Background: an optimization exercise with open tools, aiming at small area. Do not read the settings as production practice. Function was checked by simulation only, so behaviour that the tests miss may differ from the original. The clock port is modelled as an ideal driver; clocking choices that lean on that would not hold on a real chip. Power figures rest on the tool's default switching activity, not on a simulated workload.

## lane 1
## mipsCore
module mipsCore (
    input  logic                    clk,
    input  logic                    rst_n,
    input  logic [31:0]             instr,
    output logic [32-1:0] instrAddr,
    output logic                    wbValid,
    output logic [4:0]              wbDest,
    output logic [32-1:0] wbData
);
Size: about 1500 cells after synthesis, roughly 100 I/O pins.
==> flow/config.mk <==
export PLATFORM = sky130hd
export DESIGN_NAME = mipsCore
export DESIGN_NICKNAME = mipsCore
export VERILOG_FILES = /design/flow/design.v
export SDC_FILE = /design/flow/constraint.sdc
export NUM_CORES = 4
export LEC_CHECK = 0
export CAP_MARGIN = 5
export CORE_MARGIN = 2
export CORE_UTILIZATION = 65
export PLACE_DENSITY = 0.75
export SLEW_MARGIN = 5
==> flow/constraint.sdc <==
create_clock -name core_clock -period 10.0 [get_ports {clk}]
set_input_delay 2.0000 -clock core_clock [delete_from_list [all_inputs] [get_ports {clk}]]
set_output_delay 2.0000 -clock core_clock [all_outputs]
set_load 0.01 [all_outputs]
standard.sh (not shown) runs the stock make flow with config.mk's settings and CLKGATE_MAP_FILE= SYNTH_SCRIPT=/design/flow/synth_recipe.tcl, a recipe that flattens the netlist after the stock synthesis.
==> flow/flow/run.sh <==
#!/bin/bash
# Own layout flow: the standard ORFS flow (standard.sh) with
#  - synthesis through flow/synth_area.tcl: the standard flow's synthesis script, except
#    that ABC maps the logic with flow/area.abc (area-oriented mapping);
#    flip-flops are mapped before ABC runs, so they are unchanged
#  - port buffers of the smallest buffer cell
#  - a clock tree without dummy loads, sink clusters from cts_args.txt
# Every tool's output goes to the ORFS logs under orfs/logs/; make's own
# output goes to flow_make.log in the folder this runs in.
set -euo pipefail
HERE=$(cd "$(dirname "$0")" && pwd)
CTS=$(cat "$HERE/cts_args.txt")
export FLOW_ABC_SCRIPT="$HERE/area.abc"
bash standard.sh \
  SYNTH_SCRIPT="$HERE/synth_area.tcl" \
  BUFFER_PORTS_ARGS="-buffer_cell sky130_fd_sc_hd__buf_1" \
  CTS_ARGS="$CTS" \
  SKIP_REPAIR_TIE_FANOUT=1 \
  finish > flow_make.log 2>&1
==> flow/flow/area.abc <==
strash; dc2; dch -f; amap; topo; strash; dch -f; amap; topo
==> flow/flow/cts_args.txt <==
-sink_clustering_enable -repair_clock_nets -dont_use_dummy_load -buf_list sky130_fd_sc_hd__clkbuf_8 -sink_clustering_size 20 -sink_clustering_max_diameter 60
==> flow/flow/synth_area.tcl <==
proc synth {args} { yosys synth -nofsm -noshare {*}$args }
# map the logic for area: replace the ABC script of ORFS's abc call
proc abc {args} {
  set i [lsearch -exact $args -script]
  if { $i >= 0 } { set args [lreplace $args $i [expr {$i + 1}]] }
  yosys abc -script $::env(FLOW_ABC_SCRIPT) {*}$args
}
source $::env(SCRIPTS_DIR)/synth.tcl
# left out here: clear keep_hierarchy, flatten, clean up, hide names made inside functions, write 1_2_yosys.v
--- input diff lane 1..lane 2 ---
Settings: changing CORE_UTILIZATION from 65 to 60; setting GPL_TIMING_DRIVEN to 0 for the first time; changing PLACE_DENSITY from 0.75 to 0.7.
==> flow/flow/area.abc <==
strash; dch -f; amap; topo; strash; dch -f; amap; topo
Results
- Changes observed in lane 2 relative to lane 1: number of global-route vias before repair level; slew at the pin with the worst max-slew slack rose 150 ps; worst clock skew moved up.
- The lower relative area of non-clock buffer cells in the final design of lane 2 and lane 1 is in lane 1.
- Lane 2: routed metal-1 wirelength lower than lane 1
What lane 3 does differently from lane 2 at the input level:
Settings: a change of CORE_UTILIZATION from 60 to 50; a change of PLACE_DENSITY from 0.7 to 0.6; a deleted GPL_TIMING_DRIVEN that had been 0.
==> flow/flow/area.abc <==
strash; dc2; dch -f; amap; topo; strash; dch -f; amap; topo
The half-perimeter wire length after detailed placement was comparable across lane 3 and lane 2.
Relative to lane 2, peak ir drop on the vdd network has increased by 0.0000033 V in lane 3.
Compared with lane 2, lane 3 has extra setup slack.
Number of nets at the end of the flow, lane 3 and lane 2: lower on lane 3
Maximum operating frequency (higher): lane 3
The area of all placed cells without fillers of lane 3 was superior to that of lane 2.
Re area of the multi-input gates: lane 3 is 2.6% down on lane 2.
Peak per-stage delay on the critical path came out lower on lane 3 than on lane 2.
Delta (lane 3 minus lane 2): wire length of the first global-routing pass decreased about 1.3%; number of inserted diodes increased 1.
Setup changes, lane 3 to lane 4
Settings: changing PLACE_DENSITY from 0.6 to 0.7; changing CORE_UTILIZATION from 50 to 60.
==> flow/flow/area.abc <==
strash; dch -f; amap; topo; strash; dch -f; amap; topo
Findings:
Lane 4 completed every stage of the flow, and the final layout passed the timing, DRC and antenna checks. Lane 4 vs. lane 3: overall fraction of global-route tracks in use increased 3.3 points, number of core rows lower, gate count of the mapped netlist went up 51, core occupancy in the finished layout moved up. Lane 4 against lane 3: peak supply drop +about 2%, critical path buffer and inverter count +1. In the floorplan summary, lane 4 is listed with a die area less than that of lane 3. In lane 4 relative to lane 3, power after layout had gone down slightly. Compared with lane 3, cell-internal power in lane 4 decreased slightly.
Edits applied to the flow inputs when going from lane 4 to lane 5:
diff --git a/flow/flow/run.sh b/flow/flow/run.sh
--- a/flow/flow/run.sh
+++ b/flow/flow/run.sh
@@ -5,5 +5,6 @@
 #    flip-flops are mapped before ABC runs, so they are unchanged
 #  - port buffers of the smallest buffer cell
-#  - a clock tree without dummy loads, sink clusters from cts_args.txt
+#  - a clock tree without dummy loads, sink clusters from cts_args.txt,
+#    then clock buffers stepped down while clock pin slews allow (cts_down.tcl)
 # Every tool's output goes to the ORFS logs under orfs/logs/; make's own
 # output goes to flow_make.log in the folder this runs in.
@@ -16,4 +17,5 @@
   BUFFER_PORTS_ARGS="-buffer_cell sky130_fd_sc_hd__buf_1" \
   CTS_ARGS="$CTS" \
+  POST_CTS_TCL="$HERE/cts_down.tcl" \
   SKIP_REPAIR_TIE_FANOUT=1 \
   finish > flow_make.log 2>&1
==> flow/flow/area.abc <==
strash; dc2; dch -f; amap; topo; strash; dch -f; amap; topo
==> flow/flow/cts_args.txt <==
-sink_clustering_enable -repair_clock_nets -dont_use_dummy_load -buf_list sky130_fd_sc_hd__clkbuf_16 -sink_clustering_size 12 -sink_clustering_max_diameter 60
==> flow/flow/cts_down.tcl (new file) <==
# Run after ORFS's clock tree synthesis (POST_CTS_TCL): step clock buffers
# down one size at a time, keeping a step only while every flip-flop clock
# pin stays under the target slew with placement parasitics.
proc my_clk_max_slew {} {
  set mx 0
  foreach p [get_pins -hierarchical */CLK] {
    foreach k {slew_max_rise slew_max_fall} {
      set s [get_property $p $k]
      if {$s > $mx} { set mx $s }
    }
  }
  return $mx
}
proc my_cts_downsize { target } {
  set sizes {sky130_fd_sc_hd__clkbuf_1 sky130_fd_sc_hd__clkbuf_2 sky130_fd_sc_hd__clkbuf_4 sky130_fd_sc_hd__clkbuf_8 sky130_fd_sc_hd__clkbuf_16}
  estimate_parasitics -placement
  set n 0
  for {set pass 0} {$pass < 3} {incr pass} {
    set changed 0
    foreach inst [get_cells -hierarchical *] {
      set m [get_property $inst ref_name]
      set i [lsearch -exact $sizes $m]
      if {$i <= 0} { continue }
      set name [get_full_name $inst]
      replace_cell $name [lindex $sizes [expr {$i - 1}]]
      estimate_parasitics -placement
      if {[my_clk_max_slew] > $target} {
        replace_cell $name $m
      } else {
        incr n
        incr changed
      }
    }
    if {$changed == 0} { break }
  }
  estimate_parasitics -placement
  puts "my_cts_downsize: $n steps, largest clock pin slew [my_clk_max_slew]"
}
my_cts_downsize 0.118
detailed_placement
From lane 4 to lane 5 the numbers moved as follows: critical path depth higher; proportion of cell area occupied by registers lower. Per the comparison of lane 5 with lane 4, sum of routed wire length over all layers picked up an extra 14%; initial core utilization now sits higher. Looking at number of buffer and inverter stages on the critical path across lane 5 and lane 4, the one that comes out lower is lane 4. As far as first-pass detailed-route iteration total goes, lane 4 and lane 5 are indistinguishable; the numbers are identical. Compared with lane 4, in lane 5 non-clock buffer area fraction after layout was more or less identical, number of logic inverters in the finished layout went down by 37, data arrival time at the worst-slack endpoint went down by 80 ps.

afterwards: timing with drivers on the ports:
How much do the figures lean on ideal ports? The routed layouts below were timed once more, with nothing changed but the port constraints.
Step 1 sets driving cells, clkbuf_16 on the clock port and buf_2 on the other inputs (assumed; they add their load-dependent delay and slew).
Step 2 adds t to the input delays and takes it off the output delays; t is the mean of the earliest and latest rising clock arrival at the registers after step 1. Input paths then give back, and output paths get back, about the clock's delay inside the block.
Slacks: no drivers / after step 1 / after step 2; pairs: no drivers / after step 1.
run | t (ns) | setup slack, ns | worst hold slack (ns)
lane 1 | 0.693 | 0.550 / 0.530 / 0.530 | 0.273 / 0.273 / 0.273
lane 2 | 0.685 | 0.382 / 0.361 / 0.361 | 0.270 / 0.270 / 0.270
lane 3 | 0.659 | 0.486 / 0.466 / 0.466 | 0.260 / 0.260 / 0.260
lane 4 | 0.688 | 0.520 / 0.500 / 0.500 | 0.270 / 0.270 / 0.270
lane 5 | 1.008 | 0.596 / 0.576 / 0.576 | 0.126 / 0.126 / 0.126
After both steps every run listed still meets setup and hold. The setup slack of lane 2, which loses most, moves by -0.021 ns with the drivers and by -0.021 ns with both steps.
